This design comes from an exercise in tuning for small area, a short achievable clock period and few clock cycles per item on the open sky130 flow, not from production work.
In this exercise RTL edits were held to simulation tests only and were not proved equivalent to the original.

## flow/design.v (module list and top-level ports; edited modules follow where they fit)
// module mdc_input_decoder: 20 lines
// module mdc_syndrome: 13 lines
// module mdc_correct: 14 lines
// module mdc_fa: 5 lines
// module mdc_mul: 261 lines
// module mdc_mul_sub: 321 lines
// module mdc_mac_unit: 562 lines
// module mdc_top: 189 lines
module mdc_top (
    input  logic                        clk,
    input  logic                        rst_n,
    input  logic                        in_valid,
    input  logic [15-1:0]      in_data,
    input  logic [9-1:0] in_mode,
    output logic                        out_valid,
    output logic [207-1:0]       out_data
);
  // ...
==> flow/flow/run.sh <==
#!/bin/bash
# Standard synthesis and layout, with two changes to how the layout is
# made: the ports get plain buffers (buf_2) instead of the delay-cell
# buffers buffer_ports picks by default, and the resizer's setup repair
# aims at a tighter slack than the clock period alone asks for. Each
# tool's full output goes to a log file in this folder (ORFS keeps its
# per-step logs under orfs/logs as well).
set -euo pipefail
MARGIN=$(cat flow/margin.txt)
bash standard.sh SETUP_SLACK_MARGIN="$MARGIN" \
    BUFFER_PORTS_ARGS="-buffer_cell sky130_fd_sc_hd__buf_2" finish > flow_make.log 2>&1
==> flow/flow/margin.txt <==
13
==> flow/standard.sh <==
#!/bin/bash
# synth_recipe.tcl (not shown) runs the flow's synth.tcl, then flattens the netlist and writes it again
# the make line also repeats each setting of config.mk as NAME=value (left out here)
make -C /OpenROAD-flow-scripts/flow DESIGN_CONFIG=/design/flow/config.mk WORK_HOME=/design/flow/orfs CLKGATE_MAP_FILE= SYNTH_SCRIPT=/design/flow/synth_recipe.tcl "${@:-finish}"
==> flow/config.mk <==
export PLATFORM = sky130hd
export DESIGN_NAME = mdc_top
export DESIGN_NICKNAME = mdc_top
export VERILOG_FILES = /design/flow/design.v
export SDC_FILE = /design/flow/constraint.sdc
export NUM_CORES = 4
export LEC_CHECK = 0
export CAP_MARGIN = 20
export CORE_MARGIN = 2
export CORE_UTILIZATION = 40
export SLEW_MARGIN = 20
export SYNTH_HIERARCHICAL = 1
export SYNTH_MINIMUM_KEEP_SIZE = 0
==> flow/constraint.sdc <==
create_clock -name core_clock -period 20.0 [get_ports {clk}]
set_input_delay 4.0000 -clock core_clock [delete_from_list [all_inputs] [get_ports {clk}]]
set_output_delay 4.0000 -clock core_clock [all_outputs]
set_load 0.01 [all_outputs]
==> run summary, run 1 <==
* Slowest CP cell: a222oi_1
* Post-CTS Setup Bufs at 2
* Worst-path clk slew at around 60 ps
* Initial DRC Count at 2,686
* CP cell instances: buf_4 -> a222oi_1 -> inv_2 -> and2_1 -> fa_1 -> fa_1 -> fa_1 -> fa_1 -> fa_1 -> ha_1 -> or2_1 -> a21oi_1 -> a21oi_1 -> or3_1 -> a211oi_1 -> mux2_2
* Grt peak-use layer: met2
* Multi-input combinational area share at 60.6%
* Worst r2r src: c0_ym12
* Most common cell after layout, fill and taps aside: and2_1
* DR DRC count at 0
* Top Registers: res_q (207), d_q (77), r0_q (44)
* Horiz. Die Dim at about 340 microns
* WL/cell at about 25 microns
* Fraction of standard cell area that is sequential at 27.9%
* Slew headroom at 30.2%
* Status: no timing/DRC/antenna violations
* Number of port buffers at 234
* FF/Latch Area at ~14,000 sq um
* Clock Buffer Count at slightly above 80
* Top achievable clock speed at about 0.15 GHz
* Top sig layer: met5
* Crit-path most repeated cell: fa_1
* Final setup viols at 0
* Pre-CTS WS at roughly 12,000 ps
* Area of the core at around 110,000 sq um
* Synthesized area at approximately 46,000 sq um
* Via Count at 31,500
* Ys Warns at 13
* # nets final at around 4,900
* Clock tree buffer depth at 3
* Share of layout cells above drive strength 1 at between 15 and 20%
* GRT Overall Usage at between 20% and 30%
* Crit-path leading delay family: adder cells
* Setup TNS at 0 ps
* CP peak stage delay at between 800 and 900 ps
* Worst-Margin Slew at ~1000 ps
* RSZ-0062 raised after global routing: true
* DIE AREA at ~120,000 sq um
* Final Critical Period at 6880 ps
Testbench counts, summed over its fixed seeds: cycles 42,002, matrices 2,400.
==> inputs of run 2 (changes only) <==
==> flow/flow/margin.txt (replaced) <==
14
==> run 2 against run 1 <==
Net effect:
- non-clock buffer count increased by 212
- global-route usage increased by 2.8 points
- hold slack got worse by 3.5 ps
- via count increased by 7.0%
- design area increased by 12%
- final cell count increased by 4.5%
- first-iteration DRC count increased by 18%
- synthesized cell count unchanged
- clock-buffer cell count unchanged
- critical path type unchanged
==> run summary, run 2 <==
* Crit-path most repeated cell: fa_2
* Cell area after placement at around 48,000 sq um
* CTS H-tree lvls at 2
* Most common cell after layout, fill and taps aside: and2_1
* Gr ovfl total at 0
* Slowest CP cell: a222oi_1
* CP max FO at 8
* Initial core utilization at 40.3%
* Worst r2r src: c1_ym23
* Worst setup SP type: flop
* CP startpoint: c1_ym23
* Top Registers: res_q (207), d_q (77), r0_q (44)
* Clk sinks at slightly above 500
* Post-route cell area at roughly 57,000 sq um
* Ys Warns at 13 (unchanged)
* Commonest cells after routing, fill and taps aside: 761 x and2_1, 469 x fa_1, 370 x edfxtp_1, 234 x buf_2, 199 x nand2_1
* Slew Viols, Final at 0
* Number of port buffers at 234 (unchanged)
* Row cnt at roughly 120
* Clock Latency Late Sink at 640 ps
* Critical path endpoint: res_q[47]
* TritonRoute pass-1 iters at 8
* DRT Wirelength at approximately 160,000 microns
* CTS tree: built
* Setup ws final at around 14,000 ps
* WL/cell at 27.0 microns (+9.5%)
* Worst EP arrival at 6840 ps
* Final period util at between 30% and 40%
* Antenna viol nets, final at 0
* Worst-Margin Slew at 1070 ps (+28.8 ps)
* Final Critical Period at 6370 ps (-514 ps)
* RR Endpoint: res_q[47]
* Horiz. Die Dim at 343 microns (unchanged)
* Largest net degree at the start of global routing at about 150
* Synthesized area at 46,000 sq um (unchanged)
* Share of layout cells above drive strength 1 at 32.7% (+17 points)
* Count of final hold-check violations at 0
* R2r worst-path depth at 21
* R2r setup slk at around 14,000 ps
* Utilization after layout at between 40% and 50%
* Setup Skew at roughly 28 ps
* DR DRC count at 0 (unchanged)
* Post-DP HPWL at around 110,000 microns
* Top achievable clock speed at 0.157 GHz (+8.1%)
* Clock tree buffer depth at 3 (unchanged)
* Critical path class: flop to flop
* Slew headroom at 28.6% (-1.7 points)
* Area of the core at 114,000 sq um (unchanged)
* CP peak stage delay at 800 ps (-90 ps)
* Total clock buffers created by CTS at between 50 and 60
* Vias in the first global route at 34,900
* Placer Congestion at 0.927
* GRT Overall Usage at 26.3% (+2.8 points)
* Worst Path Required at just over 20,000 ps
* # IOs at 235
* Largest reg by FF count: res_q
* Mean post-synth cell area at ~12 sq um
* Initial DRC Count at 3,157 (+18%)
* Setup TNS at 0 ps (unchanged)
* Syn Inst Count at slightly below 4,000
* Max reg flops at between 200 and 250
* Vias/cell at roughly 5.7
* CP cell instances: buf_12 -> a222oi_1 -> inv_2 -> buf_6 -> clkbuf_16 -> and2_4 -> fa_2 -> fa_2 -> fa_2 -> fa_2 -> fa_2 -> ha_4 -> a21o_1 -> a2111o_1 -> o22ai_2 -> nand2_2 -> or2_4 -> a31oi_4 -> buf_12 -> nand2_8 -> o21ai_1
* First-pass GRT wire length at around 230,000 microns
* Status: no timing/DRC/antenna violations
* Antenna violations before repair at 9
* Synthesis-to-finish area growth at 23.8%
* Worst hold path type: flop to flop
* Final setup viols at 0 (unchanged)
* Via Count at 33,800 (+7.0%)
* Worst-path clk slew at 70 ps (about the same)
* DIE AREA at 118,000 sq um (unchanged)
* Die height at about 340 microns
* Endpoint class of the critical path: flop
* Post-CTS Hold Fix Bufs at 0
* # nets final at 5,190 (+5.1%)
* RSZ-0062 raised after global routing: true
* Maxcap violations at 0
* Pre-CTS WS at 12,210 ps (-137 ps)
* Root Driver: clkbuf_16
[run 2: area by class of cell]
cell class	count	area, sq um
clock buffers	81	1710
repair buffers	490	3910
fillers	9889	57200
flip-flops and latches	519	14200
multi-input cells	3099	34500
diodes	2	5.00
well taps	1512	1890
clock inverters	23	200
inverters	160	601
[run 2: worst min-delay path by stage]
| stage | depth (start not counted) | startpoint | to | slack (ps) |
|---|---|---|---|---|
| detailed placement | 0 | d_q[2][8] | d_q[3][8] | 310 |
| finish | 0 | d_q[2][8] | d_q[3][8] | 320 |
| floorplan | 0 | d_q[2][0] | d_q[3][0] | 310 |
| global placement | 0 | d_q[2][7] | d_q[3][7] | 310 |
| CTS | 0 | d_q[2][8] | d_q[3][8] | 320 |
| global route | 0 | d_q[2][7] | d_q[3][7] | 330 |
[run 2: what timing repair did]
action                                  in CTS  in global routing
gates cloned                                38                 10
pin swaps                                  166                137
endpoints found under the setup margin     374                197
buffers inserted                           136                 79
endpoints found under the hold margin        0                  0
gates resized for setup                    677                296
[run 2: through the flow]
stage / instances / hold slack (ps)
final: 5886 / 323
after global routing: 5885 / 326
after CTS: 5795 / 324
after detailed placement: 5517 / 312
after global placement: 5517 / 312
after floorplan: 3992 / 310
[run 2: critical path, delay by kind of cell (launching register included)]
| kind | cells | cell delay [ps] |
|---|---|---|
| flip-flops | 1 | 360 |
| buffers and inverters | 5 | 820 |
| adder cells (fa/ha/maj) | 6 | 2540 |
| AO/OA/AOI/OAI | 6 | 1770 |
| AND/OR/NAND/NOR | 4 | 670 |
[run 2: layer usage]
metal / track usage, % / vias to the layer above / part of all wire [%]
met4: 13.0 / 8 / 6.3
met5: 0 / - / 0.030
met1: 33.1 / 17400 / 38
met3: 4.45 / 413 / 7.9
met2: 43.7 / 1557 / 48
li1: - / 14300 / -
==> inputs of run 3 (changes only) <==
==> flow/flow/run.sh (replaced) <==
#!/bin/bash
# Standard synthesis and layout, with two changes to how the layout is
# made: the ports get plain buffers (buf_2) instead of the delay-cell
# buffers buffer_ports picks by default, and after floorplanning the
# resizer's setup repair aims at a tighter slack than the clock period
# alone asks for. Each tool's full output goes to a log file in this
# folder (ORFS keeps its per-step logs under orfs/logs as well).
set -euo pipefail
MARGIN=$(cat flow/margin.txt)
bash standard.sh synth floorplan > flow_make_floorplan.log 2>&1
bash standard.sh SETUP_SLACK_MARGIN="$MARGIN" \
    BUFFER_PORTS_ARGS="-buffer_cell sky130_fd_sc_hd__buf_2" finish > flow_make.log 2>&1
==> run 3 against run 2 <==
Net effect:
- first-iteration DRC count increased by 0.76%
- global-route usage rose by 0.36 points
- critical path type unchanged
- clock-buffer cell count stayed put
- fmax shrank 1.4%
- still clean
- die area is the same
- sequential share of layout area up 0.42 points
- design area down 1.7%
- hold slack gained 3.8 ps
- flip-flop and latch count is the same
- synthesized cell count did not move
- register-to-register slack worse by 90 ps
==> run summary, run 3 <==
* R2r setup slk at 13,540 ps (-90 ps)
* Root Driver: clkbuf_16
* Post-CTS Hold Fix Bufs at 0 (unchanged)
* CP peak stage delay at 910 ps (+110 ps)
* Synthesis-to-finish area growth at 21.8%
* Initial core utilization at 40.3% (unchanged)
* Clk sinks at 519 (unchanged)
* WL/cell at 26.7 microns (-0.93%)
* # fillers at 10,100 (+2.2%)
* Clock tree buffer depth at 3 (unchanged)
* Slew headroom at 26.6% (-2.0 points)
* DR DRC count at 0 (unchanged)
* Final setup viols at 0 (unchanged)
* Top Registers: res_q (207), d_q (77), r0_q (44)
* Clock Latency Late Sink at 670 ps (+30 ps)
* Largest reg by FF count: res_q
* Antenna viol nets, final at 0 (unchanged)
* Via Count at 33,600 (-0.39%)
* Status: no timing/DRC/antenna violations
* Final Critical Period at 6460 ps (+92.2 ps)
* Synthesized area at 46,000 sq um (unchanged)
* Mean post-synth cell area at 11.6 sq um (unchanged)
* Setup Skew at 40.2 ps (+12.0 ps)
* # nets final at 5,181 (-0.17%)
* Placer Congestion at 0.927 (about the same)
* Worst EP arrival at 6840 ps (about the same)
* Post-DP HPWL at 104,000 microns (-0.54%)
* # IOs at 235 (unchanged)
* Worst-path clk slew at 60 ps (about the same)
* Slew Viols, Final at 0 (unchanged)
* Initial DRC Count at 3,181 (+0.76%)
* Number of port buffers at 234 (unchanged)
* Hold path cells at 0 (unchanged)
* Endpoint class of the critical path: flop
* Slowest CP cell: a222oi_1
* Count of final hold-check violations at 0 (unchanged)
* RSZ-0062 raised after global routing: true
* Largest net degree at the start of global routing at 136 (-11%)
* CP cell instances: buf_12 -> a222oi_1 -> inv_2 -> buf_8 -> and2_1 -> fa_2 -> fa_2 -> fa_2 -> fa_2 -> fa_2 -> ha_4 -> nand4_1 -> buf_6 -> nor3_4 -> nand2_2 -> nor3_4 -> or2_4 -> a31oi_4 -> buf_12 -> nand2_8 -> o21ai_1
* Worst setup SP type: flop
* Area of the core at 114,000 sq um (unchanged)
* CTS H-tree lvls at 2 (unchanged)
* Antenna violations before repair at 6 (-3)
* Worst hold path type: flop to flop
* Setup TNS at 0 ps (unchanged)
* Horiz. Die Dim at 343 microns (unchanged)
* TritonRoute pass-1 iters at 7 (-1)
* Row cnt at 124 (unchanged)
* DIE AREA at 118,000 sq um (unchanged)
* Ys Warns at 13 (unchanged)
* Maxcap violations at 0 (unchanged)
* Vias/cell at 5.72 (-0.21%)
* Most common cell after layout, fill and taps aside: and2_1
* Syn Inst Count at 3,979 (unchanged)
* Hold_ws at 326 ps (+3.84 ps)
* Max reg flops at 207 (unchanged)
* Area of the multi-input gates at 33,700 sq um (-2.1%)
* GRT Overall Usage at 26.6% (+0.36 points)
* R2r worst-path depth at 21 (unchanged)
* Critical path class: flop to flop
* Crit-path most repeated cell: fa_2
* First-pass GRT wire length at 232,000 microns (+1.1%)
* Gr ovfl total at 0 (unchanged)
* Final period util at 32.3% (+0.46 points)
* DRT Wirelength at 157,000 microns (-1.1%)
* CTS tree: built
* Worst Path Required at 20,380 ps (-90 ps)
* Vias in the first global route at 34,900 (-0.0029%)
* Top achievable clock speed at 0.155 GHz (-1.4%)
* Commonest cells after routing, fill and taps aside: 788 x and2_1, 500 x fa_1, 370 x edfxtp_1, 235 x buf_2, 200 x nand2_1
* Worst-Margin Slew at 1100 ps (+30.0 ps)
* Share of layout cells above drive strength 1 at 30.7% (-2.1 points)
* Total clock buffers created by CTS at 56 (-1.8%)
* Die height at 343 microns (unchanged)
* CP max FO at 8 (unchanged)
* FF/Latch Area at 14,200 sq um (about the same)
run 3: worst paths after layout:
| check | from | end |
|---|---|---|
| min | d_q[2][6] | d_q[3][6] |
| max reg2reg | c0_ym12 | res_q[192] |
| max in group asynchronous | rst_n | ov_q[0] |
| max | c0_ym12 | res_q[192] |
| min reg2reg | d_q[2][6] | d_q[3][6] |
| min in group asynchronous | rst_n | t_q[1] |
run 3: critical path: cells and delay by family (launching register included):
kind | cells | cell delay [ps]
adder cells (fa/ha/maj) | 6 | 2740
flip-flops | 1 | 380
buffers and inverters | 5 | 750
AND/OR/NAND/NOR | 7 | 1180
AO/OA/AOI/OAI | 3 | 1090
run 3: cell type report:
type / instances / share of cell area, %
flip-flops and latches: 519 / 25.3
well taps: 1512 / 3.38
diodes: 1 / 0.00447
clock buffers: 81 / 2.88
repair buffers: 491 / 6.78
clock inverters: 21 / 0.317
multi-input cells: 3090 / 60.3
inverters: 160 / 1.08
run 3: through the flow:
stage | utilization (%) | setup slack (ps) | area (sq um) | cells
global placement | 42.3 | 12530 | 48300 | 5516
global route | 49.0 | 13470 | 56000 | 5874
CTS | 48.1 | 13710 | 54900 | 5830
finish | 49.0 | 13540 | 56000 | 5875
floorplan | - | 13850 | 46000 | 3992
detailed placement | 42.3 | 12350 | 48300 | 5517
run 3: routing by layer:
layer / routed length, microns / part of all wire [%] / vias to the layer above / track usage (%)
li1: - / - / 14300 / -
met1: 61300 / 39 / 17500 / 33.9
met2: 75300 / 48 / 1425 / 44.1
met3: 11100 / 7.1 / 368 / 4.24
met4: 9120 / 5.8 / 4 / 13.0
met5: 23 / 0.015 / - / 0
run 3: repair_timing:
item | CTS | global route
setup buffers | 176 | 42
pin swaps | 212 | 85
resized for setup | 646 | 185
endpoints found under the setup margin | 380 | 322
cloned | 35 | 2
==> module mdc_top, before the edit <==
module mdc_top (
    input  logic                        clk,
    input  logic                        rst_n,
    input  logic                        in_valid,
    input  logic [15-1:0]      in_data,
    input  logic [9-1:0] in_mode,
    output logic                        out_valid,
    output logic [207-1:0]       out_data
);
    localparam int EW = 11;    
    localparam int MW = 22;             
    localparam int AW = 34;             
    logic [4:0] t_q;
    logic [4:0] t_nx;
    logic       det3_q;
    logic       start;
    logic       mode_det3;
    assign start = in_valid && (t_q == 5'd0 || t_q >= 5'd16);
    localparam int NOV = 16;
    logic [NOV-1:0] ov_q;
    logic           fin;
    assign fin = det3_q ? (t_q == 5'd17) : (t_q == 5'd16);
    always_comb begin
        t_nx = t_q;
        if (start) begin
            t_nx = 5'd1;
        end else if (t_q != 5'd0 && t_q < 5'd16) begin
            if (in_valid) t_nx = t_q + 5'd1;
        end else if (t_q >= 5'd16 && t_q != 5'd20) begin
            t_nx = t_q + 5'd1;
        end
    end
    always_ff @(posedge clk or negedge rst_n) begin
        if (!rst_n) begin
            t_q       <= 5'd0;
            out_valid <= 1'b0;
            ov_q      <= '0;
        end else begin
            t_q       <= t_nx;
            out_valid <= fin;
            ov_q      <= {NOV{fin}};
        end
    end
    logic [9-1:0] mraw_q;
    always_ff @(posedge clk) begin
        if (start) mraw_q <= in_mode;
        det3_q <= mode_det3;
    end
    logic [4:0] t_up;
    assign t_up = t_q + 5'd1;
    logic c_ma, c_mb, c_sh;
    logic c_m01, c_m12, c_m23, c_n02, c_n13;
    logic c0_xr0, c0_xr1, c0_xr2, c0_xd0, c0_ym01, c0_ym12, c0_yn02;
    logic c0_zs3, c0_zs1, c0_ws3, c0_ws1;
    logic c1_xr1, c1_xr2, c1_xr3, c1_xd0, c1_ym12, c1_ym23, c1_yn13;
    logic c1_zs2, c1_zs0, c1_ws2, c1_ws0;
    always_ff @(posedge clk) begin
        begin
            c_mb    <= det3_q && (t_up == 5'd12 || t_up == 5'd13);
            c_ma    <= det3_q && (t_up == 5'd13 || t_up == 5'd14);
            c_sh    <= !det3_q && (t_up == 5'd6  || t_up == 5'd7  || t_up == 5'd8  ||
                                   t_up == 5'd10 || t_up == 5'd11 || t_up == 5'd12 ||
                                   t_up == 5'd14 || t_up == 5'd15 || t_up == 5'd16);
            c_m01   <= det3_q && t_up == 5'd10;
            c_m12   <= det3_q && t_up == 5'd11;
            c_m23   <= det3_q && t_up == 5'd12;
            c_n02   <= det3_q && t_up == 5'd13;
            c_n13   <= det3_q && t_up == 5'd14;
            c0_xr2  <= t_up == 5'd11;
            c0_xr0  <= t_up == 5'd12;
            c0_xr1  <= t_up == 5'd16;
            c0_xd0  <= t_up == 5'd13 || t_up == 5'd14 || t_up == 5'd15;
            c0_ym01 <= t_up == 5'd11 || t_up == 5'd15;
            c0_ym12 <= t_up == 5'd12 || t_up == 5'd13;
            c0_yn02 <= t_up == 5'd14 || t_up == 5'd16;
            c0_zs3  <= t_up == 5'd12 || t_up == 5'd16;
            c0_zs1  <= t_up == 5'd14 || t_up == 5'd15;
            c0_ws3  <= det3_q && (t_up == 5'd11 || t_up == 5'd12 || t_up == 5'd16);
            c0_ws1  <= det3_q && (t_up == 5'd13 || t_up == 5'd14 || t_up == 5'd15);
            c1_xr3  <= t_up == 5'd12;
            c1_xr1  <= t_up == 5'd13;
            c1_xr2  <= t_up == 5'd17;
            c1_xd0  <= t_up == 5'd14 || t_up == 5'd15 || t_up == 5'd16;
            c1_ym12 <= t_up == 5'd12 || t_up == 5'd16;
            c1_ym23 <= t_up == 5'd13 || t_up == 5'd14;
            c1_yn13 <= t_up == 5'd15 || t_up == 5'd17;
            c1_zs2  <= t_up == 5'd13 || t_up == 5'd17;
            c1_zs0  <= t_up == 5'd15 || t_up == 5'd16;
            c1_ws2  <= det3_q && (t_up == 5'd12 || t_up == 5'd13 || t_up == 5'd17);
            c1_ws0  <= det3_q && (t_up == 5'd14 || t_up == 5'd15 || t_up == 5'd16);
        end
    end
    logic [15-1:0] raw_q;
    logic [3:0]             syn_d, syn_q;
    logic [EW-1:0]          elem;
    logic [EW-1:0]          mode_fix;
    mdc_syndrome u_syn (.code(in_data), .syn(syn_d));
    always_ff @(posedge clk) begin
        raw_q <= in_data;
        syn_q <= syn_d;
    end
    mdc_correct u_cor (.code(raw_q), .syn(syn_q), .data(elem));
    mdc_input_decoder u_dec_mode (
        .code ({mraw_q, {(15 - 9){1'b0}}}),
        .data (mode_fix)
    );
    assign mode_det3 = mode_fix[EW - 5 + 1];
    logic signed [EW-1:0] d_q  [1:7];
    logic signed [EW-1:0] r0_q [0:3];
    always_ff @(posedge clk) begin
        d_q[1] <= elem;
        for (int i = 2; i <= 7; i++) d_q[i] <= d_q[i-1];
        if (t_q == 5'd1) r0_q[0] <= elem;
        if (t_q == 5'd2) r0_q[1] <= elem;
        if (t_q == 5'd3) r0_q[2] <= elem;
        if (t_q == 5'd4) r0_q[3] <= elem;
    end
    logic signed [EW-1:0] xa, ya, xb, yb;
    logic signed [MW-1:0] pb, pb_q;
    logic signed [MW-1:0] minor;
    assign xb = c_mb ? d_q[7] : d_q[3];
    assign yb = c_mb ? d_q[1] : elem;
    assign xa = c_ma ? d_q[6] : d_q[5];
    assign ya = c_ma ? d_q[4] : elem;
    mdc_mul     u_mul_b (.x(xb), .y(yb), .p(pb));
    mdc_mul_sub u_mul_a (.x(xa), .y(ya), .s(pb_q), .d(minor));
    always_ff @(posedge clk) begin
        pb_q <= pb;
    end
    logic signed [MW-1:0] m01_q, m12_q, m23_q, n02_q, n13_q;
    always_ff @(posedge clk) begin
        if (c_m01) m01_q <= minor;
        if (c_m12) m12_q <= minor;
        if (c_m23) m23_q <= minor;
        if (c_n02) n02_q <= minor;
        if (c_n13) n13_q <= minor;
    end
    logic [207-1:0] res_q;
    logic signed [AW-1:0] slot [0:3];
    always_comb begin
        for (int s = 0; s < 4; s++) begin
            slot[s] = res_q[s * 51 +: AW];
        end
    end
    logic signed [EW-1:0] x0;
    logic signed [MW-1:0] y0;
    logic signed [AW-1:0] z0, acc0;
    logic                 we0_s3, we0_s1;
    assign x0 = ({EW{c0_xr0}} & r0_q[0]) | ({EW{c0_xr1}} & r0_q[1]) |
                ({EW{c0_xr2}} & r0_q[2]) | ({EW{c0_xd0}} & elem);
    assign y0 = ({MW{c0_ym01}} & m01_q) | ({MW{c0_ym12}} & m12_q) |
                ({MW{c0_yn02}} & n02_q);
    assign z0 = ({AW{c0_zs3}} & slot[3]) | ({AW{c0_zs1}} & slot[1]);
    assign we0_s3 = c0_ws3;
    assign we0_s1 = c0_ws1;
    mdc_mac_unit u_mac0 (.x(x0), .y(y0), .z(z0), .acc(acc0));
    logic signed [EW-1:0] x1;
    logic signed [MW-1:0] y1;
    logic signed [AW-1:0] z1, acc1;
    logic                 we1_s2, we1_s0;
    assign x1 = ({EW{c1_xr1}} & r0_q[1]) | ({EW{c1_xr2}} & r0_q[2]) |
                ({EW{c1_xr3}} & r0_q[3]) | ({EW{c1_xd0}} & elem);
    assign y1 = ({MW{c1_ym12}} & m12_q) | ({MW{c1_ym23}} & m23_q) |
                ({MW{c1_yn13}} & n13_q);
    assign z1 = ({AW{c1_zs2}} & slot[2]) | ({AW{c1_zs0}} & slot[0]);
    assign we1_s2 = c1_ws2;
    assign we1_s0 = c1_ws0;
    mdc_mac_unit u_mac1 (.x(x1), .y(y1), .z(z1), .acc(acc1));
    logic sh_en;
    assign sh_en = c_sh;
    localparam int W3 = 51;
    localparam int W2 = 23;
    always_ff @(posedge clk) begin
        if (sh_en) begin
            res_q <= {res_q[207-W2-1:0], {(W2 - MW){minor[MW-1]}}, minor};
        end
        if (we1_s0) res_q[0*W3 +: W3] <= {{(W3 - AW){acc1[AW-1]}}, acc1};
        if (we0_s1) res_q[1*W3 +: W3] <= {{(W3 - AW){acc0[AW-1]}}, acc0};
        if (we1_s2) res_q[2*W3 +: W3] <= {{(W3 - AW){acc1[AW-1]}}, acc1};
        if (we0_s3) res_q[3*W3 +: W3] <= {{(W3 - AW){acc0[AW-1]}}, acc0};
    end
    logic [207-1:0] res_g;
    assign res_g = {det3_q ? 3'b000 : res_q[207-1 -: 3], res_q[207-4:0]};
    always_comb begin
        for (int b = 0; b < 207; b++) begin
            out_data[b] = ov_q[b % NOV] & res_g[b];
        end
    end
endmodule
==> inputs of run 4 (changes only) <==
--- a/flow/design.v
+++ b/flow/design.v
@@ -23,31 +23,4 @@
                    fixed[15 - 9 -: 7]};
 endmodule
-module mdc_syndrome (
-    input  logic [15-1:0] code,
-    output logic [3:0]             syn
-);
-    always_comb begin
-        syn = '0;
-        for (int p = 1; p <= 15; p++) begin
-            if (code[15 - p]) begin
-                syn = syn ^ 4'(p);
-            end
-        end
-    end
-endmodule
-module mdc_correct (
-    input  logic [15-1:0] code,
-    input  logic [3:0]             syn,
-    output logic [11-1:0] data
-);
-    logic [15-1:0] fixed;
-    always_comb begin
-        for (int p = 1; p <= 15; p++) begin
-            fixed[15 - p] = code[15 - p] ^ (syn == 4'(p));
-        end
-    end
-    assign data = {fixed[15 - 3], fixed[15 - 5 -: 3],
-                   fixed[15 - 9 -: 7]};
-endmodule
 `timescale 1ns/1ps
 module mdc_fa (input logic a, input logic b, input logic c,
@@ -1253,10 +1226,7 @@
     logic c_ma, c_mb, c_sh;
     logic c_m01, c_m12, c_m23, c_n02, c_n13;
-    logic c0_xr0, c0_xr1, c0_xr2, c0_xd0, c0_ym01, c0_ym12, c0_yn02;
     logic c0_zs3, c0_zs1, c0_ws3, c0_ws1;
-    logic c1_xr1, c1_xr2, c1_xr3, c1_xd0, c1_ym12, c1_ym23, c1_yn13;
     logic c1_zs2, c1_zs0, c1_ws2, c1_ws0;
     always_ff @(posedge clk) begin
-        begin
             c_mb    <= det3_q && (t_up == 5'd12 || t_up == 5'd13);
             c_ma    <= det3_q && (t_up == 5'd13 || t_up == 5'd14);
@@ -1269,38 +1239,16 @@
             c_n02   <= det3_q && t_up == 5'd13;
             c_n13   <= det3_q && t_up == 5'd14;
-            c0_xr2  <= t_up == 5'd11;
-            c0_xr0  <= t_up == 5'd12;
-            c0_xr1  <= t_up == 5'd16;
-            c0_xd0  <= t_up == 5'd13 || t_up == 5'd14 || t_up == 5'd15;
-            c0_ym01 <= t_up == 5'd11 || t_up == 5'd15;
-            c0_ym12 <= t_up == 5'd12 || t_up == 5'd13;
-            c0_yn02 <= t_up == 5'd14 || t_up == 5'd16;
             c0_zs3  <= t_up == 5'd12 || t_up == 5'd16;
             c0_zs1  <= t_up == 5'd14 || t_up == 5'd15;
             c0_ws3  <= det3_q && (t_up == 5'd11 || t_up == 5'd12 || t_up == 5'd16);
             c0_ws1  <= det3_q && (t_up == 5'd13 || t_up == 5'd14 || t_up == 5'd15);
-            c1_xr3  <= t_up == 5'd12;
-            c1_xr1  <= t_up == 5'd13;
-            c1_xr2  <= t_up == 5'd17;
-            c1_xd0  <= t_up == 5'd14 || t_up == 5'd15 || t_up == 5'd16;
-            c1_ym12 <= t_up == 5'd12 || t_up == 5'd16;
-            c1_ym23 <= t_up == 5'd13 || t_up == 5'd14;
-            c1_yn13 <= t_up == 5'd15 || t_up == 5'd17;
             c1_zs2  <= t_up == 5'd13 || t_up == 5'd17;
             c1_zs0  <= t_up == 5'd15 || t_up == 5'd16;
             c1_ws2  <= det3_q && (t_up == 5'd12 || t_up == 5'd13 || t_up == 5'd17);
             c1_ws0  <= det3_q && (t_up == 5'd14 || t_up == 5'd15 || t_up == 5'd16);
-        end
-    end
-    logic [15-1:0] raw_q;
-    logic [3:0]             syn_d, syn_q;
-    logic [EW-1:0]          elem;
-    logic [EW-1:0]          mode_fix;
-    mdc_syndrome u_syn (.code(in_data), .syn(syn_d));
-    always_ff @(posedge clk) begin
-        raw_q <= in_data;
-        syn_q <= syn_d;
     end
-    mdc_correct u_cor (.code(raw_q), .syn(syn_q), .data(elem));
+    logic [EW-1:0] elem;
+    logic [EW-1:0] mode_fix;
+    mdc_input_decoder u_dec_data (.code(in_data), .data(elem));
     mdc_input_decoder u_dec_mode (
         .code ({mraw_q, {(15 - 9){1'b0}}}),
@@ -1308,13 +1256,13 @@
     );
     assign mode_det3 = mode_fix[EW - 5 + 1];
-    logic signed [EW-1:0] d_q  [1:7];
+    logic signed [EW-1:0] d_q  [0:7];
     logic signed [EW-1:0] r0_q [0:3];
     always_ff @(posedge clk) begin
-        d_q[1] <= elem;
-        for (int i = 2; i <= 7; i++) d_q[i] <= d_q[i-1];
-        if (t_q == 5'd1) r0_q[0] <= elem;
-        if (t_q == 5'd2) r0_q[1] <= elem;
-        if (t_q == 5'd3) r0_q[2] <= elem;
-        if (t_q == 5'd4) r0_q[3] <= elem;
+        d_q[0] <= elem;
+        for (int i = 1; i <= 7; i++) d_q[i] <= d_q[i-1];
+        if (start)                   r0_q[0] <= elem;
+        if (in_valid && t_q == 5'd1) r0_q[1] <= elem;
+        if (in_valid && t_q == 5'd2) r0_q[2] <= elem;
+        if (in_valid && t_q == 5'd3) r0_q[3] <= elem;
     end
     logic signed [EW-1:0] xa, ya, xb, yb;
@@ -1322,7 +1270,7 @@
     logic signed [MW-1:0] minor;
     assign xb = c_mb ? d_q[7] : d_q[3];
-    assign yb = c_mb ? d_q[1] : elem;
+    assign yb = c_mb ? d_q[1] : d_q[0];
     assign xa = c_ma ? d_q[6] : d_q[5];
-    assign ya = c_ma ? d_q[4] : elem;
+    assign ya = c_ma ? d_q[4] : d_q[0];
     mdc_mul     u_mul_b (.x(xb), .y(yb), .p(pb));
     mdc_mul_sub u_mul_a (.x(xa), .y(ya), .s(pb_q), .d(minor));
@@ -1345,28 +1293,50 @@
         end
     end
-    logic signed [EW-1:0] x0;
-    logic signed [MW-1:0] y0;
+    logic n_x_d0_0, n_x_r0_0, n_x_r1_0, n_x_r2_0;
+    logic n_y_mn_0, n_y_m01_0, n_y_m12_0, n_y_n02_0;
+    logic n_x_d0_1, n_x_r1_1, n_x_r2_1, n_x_r3_1;
+    logic n_y_mn_1, n_y_m12_1, n_y_m23_1, n_y_n13_1;
+    always_comb begin
+        n_x_r2_0  = t_up == 5'd11;
+        n_x_r0_0  = t_up == 5'd12;
+        n_x_r1_0  = t_up == 5'd16;
+        n_x_d0_0  = t_up == 5'd13 || t_up == 5'd14 || t_up == 5'd15;
+        n_y_mn_0  = t_up == 5'd11 || t_up == 5'd12 || t_up == 5'd14;
+        n_y_m12_0 = t_up == 5'd13;
+        n_y_m01_0 = t_up == 5'd15;
+        n_y_n02_0 = t_up == 5'd16;
+        n_x_r3_1  = t_up == 5'd12;
+        n_x_r1_1  = t_up == 5'd13;
+        n_x_r2_1  = t_up == 5'd17;
+        n_x_d0_1  = t_up == 5'd14 || t_up == 5'd15 || t_up == 5'd16;
+        n_y_mn_1  = t_up == 5'd12 || t_up == 5'd13 || t_up == 5'd15;
+        n_y_m23_1 = t_up == 5'd14;
+        n_y_m12_1 = t_up == 5'd16;
+        n_y_n13_1 = t_up == 5'd17;
+    end
+    logic signed [EW-1:0] x0_q, x1_q;
+    logic signed [MW-1:0] y0_q, y1_q;
+    always_ff @(posedge clk) begin
+        x0_q <= ({EW{n_x_r0_0}} & r0_q[0]) | ({EW{n_x_r1_0}} & r0_q[1]) |
+                ({EW{n_x_r2_0}} & r0_q[2]) | ({EW{n_x_d0_0}} & elem);
+        y0_q <= ({MW{n_y_mn_0}} & minor) | ({MW{n_y_m01_0}} & m01_q) |
+                ({MW{n_y_m12_0}} & m12_q) | ({MW{n_y_n02_0}} & n02_q);
+        x1_q <= ({EW{n_x_r1_1}} & r0_q[1]) | ({EW{n_x_r2_1}} & r0_q[2]) |
+                ({EW{n_x_r3_1}} & r0_q[3]) | ({EW{n_x_d0_1}} & elem);
+        y1_q <= ({MW{n_y_mn_1}} & minor) | ({MW{n_y_m12_1}} & m12_q) |
+                ({MW{n_y_m23_1}} & m23_q) | ({MW{n_y_n13_1}} & n13_q);
+    end
     logic signed [AW-1:0] z0, acc0;
     logic                 we0_s3, we0_s1;
-    assign x0 = ({EW{c0_xr0}} & r0_q[0]) | ({EW{c0_xr1}} & r0_q[1]) |
-                ({EW{c0_xr2}} & r0_q[2]) | ({EW{c0_xd0}} & elem);
-    assign y0 = ({MW{c0_ym01}} & m01_q) | ({MW{c0_ym12}} & m12_q) |
-                ({MW{c0_yn02}} & n02_q);
     assign z0 = ({AW{c0_zs3}} & slot[3]) | ({AW{c0_zs1}} & slot[1]);
     assign we0_s3 = c0_ws3;
     assign we0_s1 = c0_ws1;
-    mdc_mac_unit u_mac0 (.x(x0), .y(y0), .z(z0), .acc(acc0));
-    logic signed [EW-1:0] x1;
-    logic signed [MW-1:0] y1;
+    mdc_mac_unit u_mac0 (.x(x0_q), .y(y0_q), .z(z0), .acc(acc0));
     logic signed [AW-1:0] z1, acc1;
     logic                 we1_s2, we1_s0;
-    assign x1 = ({EW{c1_xr1}} & r0_q[1]) | ({EW{c1_xr2}} & r0_q[2]) |
-                ({EW{c1_xr3}} & r0_q[3]) | ({EW{c1_xd0}} & elem);
-    assign y1 = ({MW{c1_ym12}} & m12_q) | ({MW{c1_ym23}} & m23_q) |
-                ({MW{c1_yn13}} & n13_q);
     assign z1 = ({AW{c1_zs2}} & slot[2]) | ({AW{c1_zs0}} & slot[0]);
     assign we1_s2 = c1_ws2;
     assign we1_s0 = c1_ws0;
-    mdc_mac_unit u_mac1 (.x(x1), .y(y1), .z(z1), .acc(acc1));
+    mdc_mac_unit u_mac1 (.x(x1_q), .y(y1_q), .z(z1), .acc(acc1));
     logic sh_en;
     assign sh_en = c_sh;
==> flow/flow/run.sh (replaced) <==
#!/bin/bash
# Standard synthesis and layout, with two changes to how the layout is
# made: the ports get plain buffers (buf_2) instead of the delay-cell
# buffers buffer_ports picks by default, and the resizer's setup repair
# aims at a tighter slack than the clock period alone asks for. Each
# tool's full output goes to a log file in this folder (ORFS keeps its
# per-step logs under orfs/logs as well).
set -euo pipefail
MARGIN=$(cat flow/margin.txt)
bash standard.sh SETUP_SLACK_MARGIN="$MARGIN" \
    BUFFER_PORTS_ARGS="-buffer_cell sky130_fd_sc_hd__buf_2" finish > flow_make.log 2>&1
==> flow/flow/margin.txt (replaced) <==
13
==> run 4 against run 3 <==
Net effect:
- still clean on timing, DRC and antenna
- worst setup slack worse by 250 ps
- via count shrank 3.3%
- utilization fell by 4.7 points
- design area fell by 6.7%
- global-route usage decreased by 2.4 points
- register-to-register slack got worse by 130 ps
- clock skew increased by 9.1 ps
- first-iteration DRC count shrank 13%
- synthesized cell count rose by 3.8%
- wire length shrank 6.7%
- final cell count fell by 0.97%
- highest routed layer unchanged
==> run summary, run 4 <==
* Largest net degree at the start of global routing at 114 (-16%)
* Max reg flops at 207 (unchanged)
* Placer Congestion at 0.947 (+2.2%)
* Utilization after layout at 44.3% (-4.7 points)
* Ys Warns at 11 (-2)
* Worst setup SP type: flop
* DRT Wirelength at 146,000 microns (-6.7%)
* Total clock buffers created by CTS at 68 (+21%)
* Slew Viols, Final at 0 (unchanged)
* Met3 WL at 10,100 microns (-8.8%)
* Clock tree buffer depth at 3 (unchanged)
* WL/cell at 25.2 microns (-5.7%)
* CTS H-tree lvls at 3 (+1)
* Critical path class: flop to output port
* Root Driver: clkbuf_16
* # IOs at 235 (unchanged)
* Clk sinks at 569 (+9.6%)
* Post-DP HPWL at 112,000 microns (+7.7%)
* Post-CTS Hold Fix Bufs at 0 (unchanged)
* Worst hold path type: flop to flop
* Vias in the first global route at 33,900 (-2.9%)
* Area of the core at 118,000 sq um (+3.3%)
* DR DRC count at 0 (unchanged)
* Worst EP arrival at 2710 ps (-4130 ps)
* RSZ-0062 raised after global routing: false
* Die height at 349 microns (+1.6%)
* Antenna violations before repair at 7 (+1)
* Count of final hold-check violations at 0 (unchanged)
* Vias/cell at 5.59 (-2.4%)
* Synthesized area at 47,500 sq um (+3.3%)
* Row cnt at 126 (+1.6%)
* TritonRoute pass-1 iters at 9 (+2)
* Initial DRC Count at 2,769 (-13%)
* Post-CTS Setup Bufs at 0 (-100%)
* CP max FO at 94 (+86)
* Final period util at 33.6% (+1.3 points)
* Initial core utilization at 40.3% (about the same)
* Worst-path clk slew at 60 ps (about the same)
* Status: no timing/DRC/antenna violations
* Worst Path Required at 16,000 ps (-4380 ps)
* Number of port buffers at 234 (unchanged)
* Largest reg by FF count: res_q
* First-pass GRT wire length at 222,000 microns (-4.3%)
* Synthesis-to-finish area growth at 9.89%
* Mean post-synth cell area at 11.5 sq um (-0.46%)
* # fillers at 11,100 (+9.9%)
* M1 WL at 60,800 microns (-0.89%)
* DIE AREA at 122,000 sq um (+3.3%)
* Worst-Margin Slew at 1150 ps (+46.8 ps)
* Most common cell after layout, fill and taps aside: and2_1
* Via Count at 32,500 (-3.3%)
* Final Critical Period at 6710 ps (+254 ps)
* Share of layout cells above drive strength 1 at 14.4% (-16 points)
* Commonest cells after routing, fill and taps aside: 821 x and2_1, 609 x fa_1, 370 x edfxtp_1, 234 x buf_2, 226 x ha_1
* Top achievable clock speed at 0.149 GHz (-3.8%)
* Gr ovfl total at 0 (unchanged)
* CTS tree: built
* Final setup viols at 0 (unchanged)
* Slew headroom at 23.4% (-3.1 points)
* Clock Latency Late Sink at 650 ps (-20 ps)
* Endpoint class of the critical path: output port
* Syn Inst Count at 4,131 (+3.8%)
* Top sig layer: met5
* Setup TNS at 0 ps (unchanged)
* Horiz. Die Dim at 349 microns (+1.6%)
* Maxcap violations at 0 (unchanged)
* GRT Overall Usage at 24.2% (-2.4 points)
* CTS resizes at 0 (-100%)
* # nets final at 5,087 (-1.8%)
* Top Registers: res_q (207), d_q (88), r0_q (44)
* Setup Skew at 49.3 ps (+9.13 ps)
* Antenna viol nets, final at 0 (unchanged)
* Metal2 WL at 69,000 microns (-8.4%)
run 4: per-stage QoR:
step                setup WS, ps  hold slack, ps  area (sq um)  cells
floorplan                  14070             310         47600   4144
global placement           13290             310         49900   5691
detailed placement         13290             312         49900   5691
CTS                        13110             321         52200   5816
global route               13090             323         52200   5816
finish                     13290             304         52200   5818
run 4: worst max-delay path: stages (launching register included):
cell and delay, ps:
dfrtp_4 980, nor2b_1 660, and2_1 260, buf_2 150
run 4: metal layers:
metal / global-route usage [%] / vias up
met1: 31.8 / 16600
met2: 39.9 / 1305
met3: 4.05 / 249
li1: - / 14300
met4: 9.63 / 8
met5: 0 / -
run 4: layout make-up:
cell class / instances / area (sq um) / share of cell area [%]
Multi-Input combinational cell: 3167 / 30900 / 59.1
Sequential cell: 569 / 15100 / 29.0
Tap cell: 1536 / 1920 / 3.68
Clock buffer: 89 / 1920 / 3.67
Timing Repair Buffer: 277 / 1500 / 2.87
Inverter: 142 / 533 / 1.02
Clock inverter: 36 / 367 / 0.702
Antenna cell: 2 / 5.00 / 0.00958
run 4: worst paths after layout:
kind | startpoint | endpoint | slack (ps) | cells after the start
setup / recovery | ov_q[0] | out_data[206] | 13290 | 3
hold / removal | d_q[2][0] | d_q[3][0] | 300 | 0
setup reg to reg | c1_zs2 | res_q[34] | 13410 | 16
hold reg to reg | d_q[2][0] | d_q[3][0] | 300 | 0
max in group asynchronous | rst_n | t_q[2] | 16640 | 1
min in group asynchronous | rst_n | t_q[4] | 3180 | 1
Testbench counts of run 4, summed over its fixed seeds: cycles 42,002, matrices 2,400.
==> inputs of run 5 (changes only) <==
==> flow/flow/margin.txt (replaced) <==
13.5
==> run 5 against run 4 <==
Net effect:
- critical path type unchanged
- wire length grew 0.40%
- largest cell class unchanged
- first-iteration DRC count shrank 9.6%
- flip-flop and latch count is the same
- highest routed layer unchanged
- final cell count is essentially flat
- area after synthesis is the same
- die area is the same
- critical path depth is the same
- sequential share of layout area is essentially flat
- fmax grew 5.5%
- hold slack is essentially flat
- global-route usage is essentially flat
==> run summary, run 5 <==
* Final Critical Period at 6360 ps (-351 ps)
* Horiz. Die Dim at 349 microns (unchanged)
* Endpoint class of the critical path: output port
* Root Driver: clkbuf_16
* Worst Path Required at 16,000 ps (about the same)
* Maxcap violations at 0 (unchanged)
* Initial DRC Count at 2,503 (-9.6%)
* Syn Inst Count at 4,131 (unchanged)
* Placer Congestion at 0.947 (unchanged)
* Worst EP arrival at 2360 ps (-350 ps)
* Area of the core at 118,000 sq um (unchanged)
* Clock Latency Late Sink at 650 ps (about the same)
* Slew headroom at 22.8% (-0.66 points)
* CTS H-tree lvls at 3 (unchanged)
* Row cnt at 126 (unchanged)
* Die height at 349 microns (unchanged)
* Status: no timing/DRC/antenna violations
* CP cell instances: buf_8 -> and2_1 -> buf_2
* Post-CTS Hold Fix Bufs at 0 (unchanged)
* Most common cell after layout, fill and taps aside: and2_1
* Mean post-synth cell area at 11.5 sq um (unchanged)
* Post-DP HPWL at 112,000 microns (unchanged)
* Critical path class: flop to output port
* # IOs at 235 (unchanged)
* CTS tree: built
* Hold_ws at 304 ps (+0.293 ps)
* Pre-CTS WS at 13,290 ps (unchanged)
* Largest reg by FF count: res_q
* GRT Overall Usage at 24.3% (+0.048 points)
* Utilization after layout at 44.4% (+0.076 points)
* Worst hold path type: flop to flop
* # nets final at 5,088 (+0.020%)
* Crit-path leading delay family: flip-flops
* Ys Warns at 11 (unchanged)
* Worst-Margin Slew at 1160 ps (+9.84 ps)
* Top achievable clock speed at 0.157 GHz (+5.5%)
* Count of final hold-check violations at 0 (unchanged)
* First-pass GRT wire length at 222,000 microns (+0.17%)
* Setup Skew at 45.5 ps (-3.82 ps)
* Post-route cell area at 52,300 sq um (+0.17%)
* Worst Path Buf+Inv at 2 (+1)
* Worst setup SP type: flop
* Largest net degree at the start of global routing at 114 (unchanged)
* Final setup viols at 0 (unchanged)
* Number of port buffers at 234 (unchanged)
* Antenna violations before repair at 7 (unchanged)
* RSZ-0062 raised after global routing: true
* Commonest cells after routing, fill and taps aside: 821 x and2_1, 609 x fa_1, 370 x edfxtp_1, 234 x buf_2, 226 x ha_1
* Initial core utilization at 40.3% (unchanged)
* Max reg flops at 207 (unchanged)
* Slew Viols, Final at 0 (unchanged)
* Top Registers: res_q (207), d_q (88), r0_q (44)
* # fillers at 11,100 (-0.12%)
* Gr ovfl total at 0 (unchanged)
* Synthesis-to-finish area growth at 10.1%
* Total clock buffers created by CTS at 68 (unchanged)
* Worst-path clk slew at 60 ps (about the same)
* Cell area after placement at 49,900 sq um (unchanged)
* Clock tree buffer depth at 3 (unchanged)
* Antenna viol nets, final at 0 (unchanged)
* CP max FO at 113 (+20%)
* Layout Cells excl Fill at 5,820 (+0.034%)
* TritonRoute pass-1 iters at 6 (-3)
* Via Count at 32,600 (+0.25%)
* Clk sinks at 569 (unchanged)
* Vias/cell at 5.60 (+0.22%)
* DRT Wirelength at 147,000 microns (+0.40%)
* Setup ws final at 13,640 ps (+351 ps)
* DR DRC count at 0 (unchanged)
* Setup TNS at 0 ps (unchanged)
* Slowest CP cell: dfrtp_4
* Synthesized area at 47,500 sq um (unchanged)
* Final period util at 31.8% (-1.8 points)
* Vias in the first global route at 33,800 (-0.059%)
* Dpl cells at 5,691 (unchanged)
* WL/cell at 25.3 microns (+0.36%)
* DIE AREA at 122,000 sq um (unchanged)
* CP peak stage delay at 810 ps (-170 ps)
* Share of layout cells above drive strength 1 at 14.8% (+0.39 points)
## run 5: final timing paths
check,from,slack (ps),depth (start not counted),to
worst max-delay path,ov_q[0],13640,3,out_data[65]
worst min-delay path,d_q[2][0],300,0,d_q[3][0]
worst max register to register,c0_zs3,13770,16,res_q[190]
worst min register to register,d_q[2][0],300,0,d_q[3][0]
max in group asynchronous,rst_n,16640,1,t_q[2]
min in group asynchronous,rst_n,3180,1,t_q[4]
## run 5: worst register-to-register path, cell delays in order, from the launching register on
cell and delay, ps:
dfxtp_1 310, buf_4 340, a22o_1 400, fa_1 460
fa_1 410, fa_1 490, fa_1 440, ha_1 310
ha_1 410, a2111oi_0 410, o21ai_1 120, a221oi_1 620
nand2b_1 130, o31ai_1 230, a31oi_1 110, nand2_1 530
o21ai_0 220
## run 5: metal layers
metal	track usage, %	up-vias	wire length (microns)
met1	32.0	16700	60800
met5	0	-	48
met3	3.99	244	10400
li1	-	14300	-
met2	39.8	1303	68900
met4	9.92	8	6850
## run 5: cell type report
class / instances / area (sq um) / area share, %
Tap cell: 1536 / 1920 / 3.67
Clock buffer: 89 / 1920 / 3.67
Inverter: 142 / 533 / 1.02
Sequential cell: 569 / 15100 / 29.0
Antenna cell: 3 / 7.51 / 0.0143
Timing Repair Buffer: 278 / 1530 / 2.92
Clock inverter: 36 / 367 / 0.701
Multi-Input combinational cell: 3167 / 30900 / 59.1
## run 5: timing repair
action | 4_1_cts | 5_1_grt
gates cloned | 0 | 0
buffers inserted | 1 | 0
gates resized for setup | 2 | 21
setup endpoints to repair | 135 | 192

## port drivers added, routing unchanged
No port has a modelled driver above. Below, the same layouts with a new extraction and two added sets of constraints. Step 1 (the two cells are an assumption about what drives the block):
set clk [get_ports {clk}]
set_driving_cell -lib_cell sky130_fd_sc_hd__clkbuf_16 $clk
set_driving_cell -lib_cell sky130_fd_sc_hd__buf_2 [delete_from_list [all_inputs] $clk]
Step 2 also shifts input and output timing later by t, the mid clock arrival at the registers, as if the neighbouring blocks saw the same clock. a / b / c = ideal ports / drivers / drivers and shift; a / b = the first two.
| run | shift t [ns] | slack for setup (ns) | latest minus earliest clock arrival (ns) | pins driven straight from the clock port |
|---|---|---|---|---|
| run 1 | 0.718 | 13.119 / 13.119 / 13.119 | 0.043 / 0.043 | 1 |
| run 2 | 0.693 | 13.633 / 13.633 / 13.633 | 0.032 / 0.031 | 1 |
| run 3 | 0.722 | 13.541 / 13.541 / 13.541 | 0.040 / 0.040 | 1 |
| run 4 | 0.693 | 13.287 / 13.222 / 13.413 | 0.050 / 0.050 | 1 |
| run 5 | 0.693 | 13.638 / 13.573 / 13.419 | 0.046 / 0.045 | 1 |
After both steps setup and hold are still met in every run listed. For run 5, which loses most, drivers alone change the setup slack by -0.065 ns; drivers and shift together by -0.219 ns.
